This design comes from an exercise in tuning for small area and a short achievable clock period on the open sky130 flow, not from production work.
Function was not checked in any run shown here: the RTL went through the layout flow alone.

## flow/config.mk

```make
export PLATFORM = sky130hd
export DESIGN_NAME = sgbm_bt_cost_top
export DESIGN_NICKNAME = sgbm_bt_cost_top
export VERILOG_FILES = /design/flow/design.v
export SDC_FILE = /design/flow/constraint.sdc
export NUM_CORES = 4
export LEC_CHECK = 0
export ABC_CLOCK_PERIOD_IN_PS = 4000
export CAP_MARGIN = 20
export CORE_MARGIN = 2
export CORE_UTILIZATION = 40
export SETUP_SLACK_MARGIN = 4
export SLEW_MARGIN = 20
```

## flow/constraint.sdc

```tcl
create_clock -name core_clock -period 8.0 [get_ports {clk}]
set_input_delay 1.6000 -clock core_clock [delete_from_list [all_inputs] [get_ports {clk}]]
set_output_delay 1.6000 -clock core_clock [all_outputs]
set_load 0.01 [all_outputs]
```

## flow/design.v

```verilog
package sgbm_cost_pkg;
    localparam int NUM_DISP   = 8;
    localparam int MAX_WIDTH  = 256;
    localparam int COL_BITS   = 8;
    localparam int BORDER_VAL = 63;
    localparam int GRAD_MAX   = 126;
    localparam int PIX_SHIFT  = 2;
    localparam int PIPE_LAT   = 6;
    localparam int COL_W    = 24;
    localparam int PIX_BT_W = 24;
    localparam int GRAD_BT_W = 21;
    localparam int SAMPLE_W = 45;
endpackage
`timescale 1ns/10ps
module sgbm_bt_cost_top (
    input  logic        clk,
    input  logic        rst,
    input  logic        i_row_start,
    input  logic [7:0]  i_width,
    input  logic [23:0] i_left,
    input  logic [23:0] i_right,
    output logic [63:0] o_cost,
    output logic        o_valid,
    output logic        o_row_done
);
    logic              run;
    logic signed [8:0] rem;
    logic [3:0]        u;
    logic              b_pix;    
    logic              b_grad;   
    always_ff @(posedge clk) begin
        if (rst) begin
            run     <= 1'b0;
            o_valid <= 1'b0;
        end else begin
            if (!run) begin
                run <= i_row_start;
            end else if (rem == -9'sd5) begin
                run <= 1'b0;
            end
            o_valid <= run && (u >= 4'd12) && (rem >= -9'sd4);
        end
    end
    always_ff @(posedge clk) begin
        if (!run) begin
            rem <= $signed({1'b0, i_width});
            u   <= '0;
        end else begin
            rem <= rem - 9'sd1;
            if (u != 4'd15) u <= u + 4'd1;
        end
    end
    assign o_row_done = !run;
    assign b_pix  = !run || (u == 4'd0) || (rem <= 9'sd1);
    assign b_grad = (u <= 4'd2) || (rem <= -9'sd1);
    logic [9:0] ls1, ls2, ls3, rs1, rs2, rs3;
    logic [7:0] lp [0:4];
    logic [7:0] rp [0:10];
    logic [6:0] lg [0:2];
    logic [6:0] rg [0:8];
    function automatic logic [9:0] col_sum(input logic [23:0] c);
        col_sum = {2'b0, c[23:16]} + {1'b0, c[15:8], 1'b0} + {2'b0, c[7:0]};
    endfunction
    function automatic logic [6:0] grad_of(input logic [9:0] s_next, input logic [9:0] s_prev);
        logic signed [11:0] g;
        g = $signed({2'b0, s_next}) - $signed({2'b0, s_prev}) + 12'sd63;
        if (g < 0)              grad_of = 7'd0;
        else if (g > 12'sd126)  grad_of = 7'd126;
        else                    grad_of = g[6:0];
    endfunction
    always_ff @(posedge clk) begin
        ls1 <= col_sum(i_left);
        rs1 <= col_sum(i_right);
        ls2 <= ls1; ls3 <= ls2;
        rs2 <= rs1; rs3 <= rs2;
        lp[0] <= b_pix ? 8'd63 : i_left[15:8];
        rp[0] <= b_pix ? 8'd63 : i_right[15:8];
        for (int k = 1; k < 5; k++)  lp[k] <= lp[k-1];
        for (int k = 1; k < 11; k++) rp[k] <= rp[k-1];
        lg[0] <= b_grad ? 7'd63 : grad_of(ls1, ls3);
        rg[0] <= b_grad ? 7'd63 : grad_of(rs1, rs3);
        for (int k = 1; k < 3; k++) lg[k] <= lg[k-1];
        for (int k = 1; k < 9; k++) rg[k] <= rg[k-1];
    end
    function automatic logic [10:0] rsub(input logic [9:0] a, input logic [9:0] b, input logic ci);
        logic       c;
        logic [9:0] s;
        c = ci;
        for (int i = 0; i < 10; i++) begin
            s[i] = a[i] ^ ~b[i] ^ c;
            c    = (a[i] & ~b[i]) | (c & (a[i] ^ ~b[i]));
        end
        rsub = {c, s};
    endfunction
    function automatic logic [9:0] radd(input logic [9:0] a, input logic [9:0] b);
        logic       c;
        logic [9:0] s;
        c = 1'b0;
        for (int i = 0; i < 10; i++) begin
            s[i] = a[i] ^ b[i] ^ c;
            c    = (a[i] & b[i]) | (c & (a[i] ^ b[i]));
        end
        radd = s;
    endfunction
    function automatic logic [31:0] up_dn(input logic [7:0] pl, input logic [7:0] pc,
                                          input logic [7:0] pr, input logic [6:0] gl,
                                          input logic [6:0] gc, input logic [6:0] gr,
                                          input logic is_left);
        logic [7:0] pmax, pmin;
        logic [6:0] gmax, gmin;
        logic signed [9:0] pt, pu, gt, gu;
        logic signed [8:0] pa, pb;
        logic signed [6:0] ga, gb;
        pmax = (pl > pr) ? pl : pr;
        pmin = (pl < pr) ? pl : pr;
        gmax = (gl > gr) ? gl : gr;
        gmin = (gl < gr) ? gl : gr;
        pt = (pmin < pc) ? $signed({2'b0, pc}) - $signed({2'b0, pmin}) : 10'sd0;
        pu = (pmax > pc) ? $signed({2'b0, pmax}) - $signed({2'b0, pc}) : 10'sd0;
        gt = (gmin < gc) ? $signed({3'b0, gc}) - $signed({3'b0, gmin}) : 10'sd0;
        gu = (gmax > gc) ? $signed({3'b0, gmax}) - $signed({3'b0, gc}) : 10'sd0;
        if (is_left) begin
            pa = 9'((pt + 10'sd1) >>> 1);
            pb = 9'((pu - 10'sd2) >>> 1);
            ga = 7'((gt + 10'sd1) >>> 1);
            gb = 7'((gu - 10'sd2) >>> 1);
        end else begin
            pa = 9'(pu >>> 1);
            pb = 9'((pt - 10'sd1) >>> 1);
            ga = 7'(gu >>> 1);
            gb = 7'((gt - 10'sd1) >>> 1);
        end
        up_dn = {pa, pb, ga, gb};
    endfunction
    logic [31:0] ud_l;
    logic [31:0] ud_r [0:7];
    logic [7:0]  dp [0:7];
    logic        dp_neg [0:7];
    logic [6:0]  dg [0:7];
    logic        dg_neg [0:7];
    always_ff @(posedge clk) begin
        logic [10:0] t;
        ud_l    <= up_dn(lp[4], lp[3], lp[2], lg[2], lg[1], lg[0], 1'b1);
        ud_r[0] <= up_dn(rp[4], rp[3], rp[2], rg[2], rg[1], rg[0], 1'b0);
        for (int k = 1; k < 8; k++) ud_r[k] <= ud_r[k-1];
        for (int d = 0; d < 8; d++) begin
            t = rsub({2'b0, lp[3]}, {2'b0, rp[3+d]}, 1'b1);
            dp_neg[d] <= t[8];
            dp[d]     <= t[7:0] ^ {8{t[8]}};
            t = rsub({3'b0, lg[1]}, {3'b0, rg[1+d]}, 1'b1);
            dg_neg[d] <= t[7];
            dg[d]     <= t[6:0] ^ {7{t[7]}};
        end
    end
    function automatic logic [7:0] bt_cost(input logic neg_p, input logic [7:0] ad_p,
                                           input logic neg_g, input logic [6:0] ad_g,
                                           input logic [31:0] l, input logic [31:0] r);
        logic [8:0]  ap, bp, mp;
        logic [6:0]  ag, bg, mg;
        logic [10:0] t;
        logic [5:0]  cp_q;
        logic [6:0]  cg_q;
        ap = neg_p ? r[22:14] : r[31:23];
        bp = neg_p ? l[22:14] : l[31:23];
        t  = rsub({1'b0, ~bp[8], bp[7:0]}, {1'b0, ~ap[8], ap[7:0]}, 1'b1);
        mp = t[9] ? ap : bp;
        t  = rsub({2'b0, ad_p}, {mp[8], mp}, 1'b1);
        cp_q = t[9] ? 6'd0 : t[7:2];
        ag = neg_g ? r[6:0] : r[13:7];
        bg = neg_g ? l[6:0] : l[13:7];
        t  = rsub({3'b0, ~bg[6], bg[5:0]}, {3'b0, ~ag[6], ag[5:0]}, 1'b1);
        mg = t[7] ? ag : bg;
        t  = rsub({3'b0, ad_g}, {{3{mg[6]}}, mg}, 1'b1);
        cg_q = t[9] ? 7'd0 : t[6:0];
        t  = {1'b0, radd({4'b0, cp_q}, {3'b0, cg_q})};
        bt_cost = t[7:0];
    endfunction
    always_ff @(posedge clk) begin
        for (int d = 0; d < 8; d++) begin
            o_cost[8*d +: 8] <= bt_cost(dp_neg[d], dp[d], dg_neg[d], dg[d], ud_l, ud_r[d]);
        end
    end
endmodule
```

## flow/run.sh

```bash
#!/bin/bash
# synth_recipe.tcl (not shown) runs the flow's synth.tcl, then flattens the netlist and writes it again
# the make line also repeats each setting of config.mk as NAME=value (left out here)
make -C /OpenROAD-flow-scripts/flow DESIGN_CONFIG=/design/flow/config.mk WORK_HOME=/design/flow/orfs CLKGATE_MAP_FILE= SYNTH_SCRIPT=/design/flow/synth_recipe.tcl finish
```

==> run summary, run 1 <==
Post-synth EDFFs -> 0
Max-Cap Viols -> 0
main combinational cell family by area after synthesis -> adder cells
pin count of the biggest net entering global routing -> 20
pre-CTS setup slack -> 729 ps
detailed-route wire length per cell -> 17.8 um
H-tree Lvls -> 3
setup violators final -> 0
unrepaired setup endpoints after global routing -> true
max incr delay on CP -> 480 ps
largest fanout on the critical path -> 3
Post-Synth Adder-Cell Area -> 0.246
Synth Area in XOR/XNOR -> 0.0480
Rel. slew slack -> 0.374
fmax -> 0.148 GHz
ys flop type -> dfxtp_1
global-route usage over all layers -> 0.187
post-synthesis sequential area ratio -> 0.405
min-delay worst type -> flip-flop to flip-flop
share of layout cells above drive strength 1 -> 0.276
critical setup path kind -> flip-flop to flip-flop
Final Cell Area -> 47600 sq um
Final ANT Viol Nets -> 0
simple logic cell fraction of the synthesized area -> 0.0773
flops & latches, synth -> 767
status -> no timing/DRC/antenna violations
clk sinks -> 767
Layout area overhead -> 25.5%
Die Wd -> 312 um
Detailed Route WL -> 90500 um
Layout Utilization -> 0.509
CTS tree -> done
Critical Path RT -> 8590 ps
arrival time at the worst endpoint -> 7340 ps
routed vias -> 24700
Post-DP HPWL -> 69900 um
vias in the first global route -> 25700
Synthesized Nets -> 4080
Detailed Routing Iterations Pass 1 -> 5
first-pass GRT wire length -> 142000 um
clk buf depth -> 3
TNS Setup -> 0 ps
number of distinct library cells after synthesis -> 84
Final Max Slew Viols -> 0
core area -> 93600 sq um
top cells by area, synth -> dfxtp_1 (40%), fa_1 (14%), ha_1 (11%)
CTS root buffer -> clkbuf_16
GP Congestion -> 0.858
post-synthesis mux area share -> 0.0919
# DRC -> 0
vias per inst -> 4.87
Die Y -> 312 um
Worst path most repeated cell -> fa_2
kind of start point of the critical path -> flip-flop
nets -> 4403
Async SR Flop Fraction -> 0
Starting Density -> 0.405
Avg Inst Size Synth -> 11.1 sq um
Port Buffer Count -> 124
hold buffer count at CTS -> 0
initial antenna violation count -> 6
Setup crit end kind -> flip-flop
io pins -> 125
CTS clk-pin slew, worst paths -> 70 ps
final hold vios -> 0
site row count -> 112
DP Area -> 41700 sq um
Mapped Area -> 38000 sq um
top cells by count, synth -> dfxtp_1 (767), inv_1 (394), ha_1 (321), fa_1 (266), nor2_1 (190)
slew of the pin with the lowest slew margin -> 938 ps
area leader, netlist -> dfxtp_1
crit share post-route -> 0.844
die area -> 97400 sq um
drt initial violations -> 1204
slowest CP cell -> fa_2
Mapped Cells -> 3434
total CTS buffers -> 85
Synthesis Warnings -> 10
Synth Area in Compound Gates -> 0.0853
cell total after placement -> 4738
area share of the leading cell type in the synthesized netlist -> 0.405
Min Clock Period, post-route -> 6750 ps
Final WS setup -> 1250 ps
Final Skew -> 28.0 ps
most numerous cell in the Yosys netlist -> dfxtp_1
gr ovfl total -> 0
fillers -> 8338
Worst-Skew Late Latency -> 660 ps
# diodes -> 0
Post-Layout Cell Count -> 5078
[sequential cells by signal, summed over array words and instances, names as in the netlist, 21 cells and up]
| signal | flops |
|---|---|
| dg | 56 |
| dp | 64 |
| lg | 21 |
| lp | 40 |
| o_cost | 64 |
| rg | 63 |
| rp | 88 |
| ud_l | 32 |
| ud_r | 248 |
[per-stage QoR]
stage | hold slack (ps)
final | 321
after CTS | 320
after detailed placement | 312
after floorplan | 310
after global routing | 324
after global placement | 310
[placed cells by master, fill, tap and decap left out, types with 34 or more instances in the layout]
master | synthesis | routed
nand2_1 | 168 | 165
a21oi_1 | 64 | 46
xnor2_1 | 69 | 62
buf_4 | 0 | 151
inv_2 | 2 | 62
ha_1 | 321 | 256
mux2i_1 | 148 | 121
fa_1 | 266 | 128
clkdlybuf4s50_1 | 0 | 124
nand2b_1 | 41 | 40
xor2_1 | 139 | 139
o21ai_0 | 147 | 111
nor2_1 | 190 | 161
inv_1 | 394 | 329
mux2_4 | 1 | 35
dfxtp_1 | 767 | 709
clkbuf_16 | 0 | 87
fa_2 | 0 | 138
mux2_2 | 145 | 111
ha_4 | 0 | 48
nor2b_1 | 53 | 34
a21o_1 | 48 | 44
[layout make-up]
type | count | area, sq um | area share
inverters | 396 | 1500 | 0.0316
clock buffers | 117 | 2460 | 0.0516
repair buffers | 313 | 2890 | 0.0607
well taps | 1254 | 1570 | 0.0329
flip-flops and latches | 767 | 15500 | 0.325
multi-input cells | 2194 | 23300 | 0.489
clock inverters | 37 | 422 | 0.00885
[worst max-delay path: cells and delay by family, from the launching register on]
kind	cells	cell delay (ps)
compound gates	5	890
fa+ha+maj	14	4240
buf+inv	7	460
flops	1	360
mux	1	310
simple gates	4	430
[logic make-up after synthesis]
kind of cell | after synthesis
flops | 767
fa+ha+maj | 587
simple gates | 609
xor+xnor | 208
buf+inv | 473
mux | 310
compound gates | 480
[timing repair]
action,in CTS,in global routing
gates resized for setup,270,197
setup endpoints to repair,187,142
hold endpoints to repair,0,0
buffers inserted,133,53
pin swaps,72,95
[path summary, 6_finish.rpt]
check | from | end | slack [ps] | depth (start not counted)
hold / removal | rp[1][0]$_DFF_P_ | rp[2][0]$_DFF_P_ | 320 | 0
setup reg to reg | dp_neg[2]$_DFF_P_ | o_cost[21]$_DFF_P_ | 1250 | 31
setup / recovery | dp_neg[2]$_DFF_P_ | o_cost[21]$_DFF_P_ | 1250 | 31
hold reg to reg | rp[1][0]$_DFF_P_ | rp[2][0]$_DFF_P_ | 320 | 0
[layer usage]
metal / track usage / vias to the layer above / routed length (um)
li1: - / 12100 / -
met2: 0.308 / 494 / 41900
met1: 0.248 / 12000 / 42000
met5: 0 / - / 0
met3: 0.0319 / 141 / 3900
met4: 0.0627 / 0 / 2640
==> run 2, diff against run 1 <==
--- a/flow/config.mk
+++ b/flow/config.mk
@@ -7,3 +7,2 @@
 export LEC_CHECK = 0
-export ABC_CLOCK_PERIOD_IN_PS = 4000
 export CAP_MARGIN = 20
@@ -11,3 +10,2 @@
 export CORE_UTILIZATION = 40
-export SETUP_SLACK_MARGIN = 4
 export SLEW_MARGIN = 20
==> run 2 against run 1 <==
  * Global-route usage down 0.89 points
  * Still clean
  * Sequential cell count stayed put
  * Utilization down 4.3 points
==> run summary, run 2 <==
status -> no timing/DRC/antenna violations (unchanged)
fmax -> 0.134 GHz (was 0.148 GHz)
crit share post-route -> 0.934 (was 0.844)
setup violators final -> 0 (unchanged)
vias in the first global route -> 24500 (was 25700)
ys flop type -> dfxtp_1 (unchanged)
Setup crit end kind -> flip-flop (unchanged)
critical setup path kind -> flip-flop to flip-flop (unchanged)
final hold vios -> 0 (unchanged)
Async SR Flop Fraction -> 0 (unchanged)
Avg Inst Size Synth -> 11.1 sq um (unchanged)
initial antenna violation count -> 2 (was 6)
most frequent cells in the layout -> dfxtp_1 (760), inv_1 (394), ha_1 (321) (was dfxtp_1 (709), inv_1 (329), ha_1 (256))
share of layout cells above drive strength 1 -> 0.105 (was 0.276)
most numerous cell in the Yosys netlist -> dfxtp_1 (unchanged)
global-route usage over all layers -> 0.178 (was 0.187)
Worst-Skew Late Latency -> 640 ps (was 660 ps)
Min Clock Period, post-route -> 7470 ps (was 6750 ps)
Layout area overhead -> 14.9% (was 25.5%)
GP Congestion -> 0.875 (was 0.858)
min-delay worst type -> flip-flop to flip-flop (unchanged)
largest fanout on the critical path -> 12 (was 3)
top cells by area, synth -> dfxtp_1 (40%), fa_1 (14%), ha_1 (11%) (unchanged)
die area -> 97400 sq um (unchanged)
area leader, netlist -> dfxtp_1 (unchanged)
CTS root buffer -> clkbuf_16 (unchanged)
# DRC -> 0 (unchanged)
Die Wd -> 312 um (unchanged)
TNS Setup -> 0 ps (unchanged)
Post-CTS Repair Setup Buffers -> 0 (was 133)
Post-synth EDFFs -> 0 (unchanged)
nets -> 4246 (was 4403)
fillers -> 8747 (was 8338)
Synthesis Warnings -> 10 (unchanged)
Port Buffer Count -> 124 (unchanged)
Starting Density -> 0.405 (unchanged)
Final ANT Viol Nets -> 0 (unchanged)
Synthesized Nets -> 4080 (unchanged)
Detailed Routing Iterations Pass 1 -> 6 (was 5)
Detailed Route WL -> 85100 um (was 90500 um)
kind of start point of the critical path -> flip-flop (unchanged)
hold buffer count at CTS -> 0 (unchanged)
Final Max Slew Viols -> 0 (unchanged)
Rel. slew slack -> 0.313 (was 0.374)
area share of the leading cell type in the synthesized netlist -> 0.405 (unchanged)
first-pass GRT wire length -> 136000 um (was 142000 um)
total CTS buffers -> 85 (unchanged)
drt initial violations -> 1357 (was 1204)
arrival time at the worst endpoint -> 7990 ps (was 7340 ps)
clk buf depth -> 3 (unchanged)
Crit path max-delay family -> adder cells (unchanged)
vias per inst -> 4.80 (was 4.87)
top cells by count, synth -> dfxtp_1 (767), inv_1 (394), ha_1 (321), fa_1 (266), nor2_1 (190) (unchanged)
core area -> 93600 sq um (unchanged)
clk sinks -> 767 (unchanged)
Mapped Area -> 38000 sq um (unchanged)
commonest non-fill, non-tap cell in the layout -> dfxtp_1 (unchanged)
detailed-route wire length per cell -> 17.3 um (was 17.8 um)
Worst path most repeated cell -> fa_1 (was fa_2)
H-tree Lvls -> 3 (unchanged)
number of distinct library cells after synthesis -> 84 (unchanged)
Max-Cap Viols -> 0 (unchanged)
post_cts resized -> 0 (was 270)
Fin Hold WS -> 324 ps (was 321 ps)
CP Buf/Inv Count -> 7 (unchanged)
Largest Register -> ud_r (unchanged)
unrepaired setup endpoints after global routing -> false (was true)
largest registers -> ud_r x248, rp x88 (unchanged)
slowest CP cell -> dfxtp_2 (was fa_2)
max FFs per register -> 248 (unchanged)
pin count of the biggest net entering global routing -> 20 (unchanged)
Critical Path RT -> 8520 ps (was 8590 ps)
post-synthesis sequential area ratio -> 0.405 (unchanged)
Post-DP HPWL -> 69300 um (was 69900 um)
Final Skew -> 21.9 ps (was 28.0 ps)
Mapped Cells -> 3434 (unchanged)
max incr delay on CP -> 430 ps (was 480 ps)
slew of the pin with the lowest slew margin -> 1000 ps (was 938 ps)
io pins -> 125 (unchanged)
Die Y -> 312 um (unchanged)
routed vias -> 23600 (was 24700)
CTS tree -> done (unchanged)
CTS clk-pin slew, worst paths -> 60 ps (was 70 ps)
flops & latches, synth -> 767 (unchanged)
site row count -> 112 (unchanged)
gr ovfl total -> 0 (unchanged)
==> run 2: cell counts after synthesis <==
Identical to the previous run, type by type.
==> run 2: logic make-up after synthesis <==
kind of cell / share of synthesized area
AO/OA/AOI/OAI: 0.0853
flip-flops: 0.405
AND/OR/NAND/NOR: 0.0773
multiplexers: 0.0919
adder cells (fa/ha/maj): 0.246
buffers and inverters: 0.0468
XOR/XNOR: 0.0480
==> run 2: metrics by stage <==
stage          instance area [sq um]  worst slack, ps  cells   util
2_1_floorplan                  38000              134   3434      -
3_3_place_gp                   40700              471   4767  0.435
6_report                       43600              527   4920  0.466
4_1_cts                        43600              340   4919  0.466
5_1_grt                        43600            0.528   4919  0.466
3_5_place_dp                   40700              328   4767  0.435
==> run 2: per-layer routing <==
metal | track usage | share of wire | routed length (um) | vias to the layer above
li1 | - | - | - | 11800
met1 | 0.242 | 0.48 | 40800 | 11300
met2 | 0.289 | 0.45 | 38600 | 419
met3 | 0.0328 | 0.043 | 3640 | 115
met4 | 0.0491 | 0.023 | 1990 | 0
met5 | 0 | 0 | 0 | -
==> run 2: worst register-to-register path, delay by kind of cell (launching register included) <==
kind	cells	cell delay, ps
compound gates	5	1070
fa+ha+maj	15	4570
buf+inv	7	620
flops	1	430
mux	1	260
simple gates	3	400
==> run 2: path summary, 6_finish.rpt <==
path	slack, ps	end	cells after the start	startpoint
worst min register to register	320	ls3[2]$_DFF_P_	0	ls2[2]$_DFF_P_
worst max register to register	530	o_cost[54]$_DFF_P_	31	dp_neg[6]$_DFF_P_
worst min-delay path	320	ls3[2]$_DFF_P_	0	ls2[2]$_DFF_P_
worst max-delay path	530	o_cost[54]$_DFF_P_	31	dp_neg[6]$_DFF_P_
==> run 2: area by class of cell <==
| type | instances | area [sq um] | share of cell area |
|---|---|---|---|
| Antenna cell | 1 | 2.50 | 0.0000574 |
| Multi-Input combinational cell | 2194 | 20800 | 0.478 |
| Timing Repair Buffer | 156 | 1490 | 0.0341 |
| Sequential cell | 767 | 15400 | 0.352 |
| Clock inverter | 39 | 447 | 0.0102 |
| Inverter | 396 | 1490 | 0.0341 |
| Tap cell | 1254 | 1570 | 0.0360 |
| Clock buffer | 113 | 2420 | 0.0554 |

what the ideal ports hide:
The flow's constraints put no driver on any port. The routed layouts listed below were extracted and timed again, unchanged, in two steps.
Step 1 (the two cells are an assumption about what drives the block):
set clk [get_ports {clk}]
set_driving_cell -lib_cell sky130_fd_sc_hd__clkbuf_16 $clk
set_driving_cell -lib_cell sky130_fd_sc_hd__buf_2 [delete_from_list [all_inputs] $clk]
Step 2 moves the port delays by t, midway between the first and last clock arrival at a register: inputs arrive t later, outputs are due t later. That takes back most of the time a late clock gives input paths.
Three values: ideal, step 1, step 2; two values: the first two.
| run | shift t [ns] | setup WS [ns] | latest minus earliest clock arrival (ns) | pins driven straight from the clock port |
|---|---|---|---|---|
| run 1 | 0.706 | 1.247 / 1.247 / 1.247 | 0.029 / 0.029 | 1 |
| run 2 | 0.689 | 0.527 / 0.527 / 0.527 | 0.024 / 0.023 | 1 |
After both steps setup and hold are still met in every run listed.
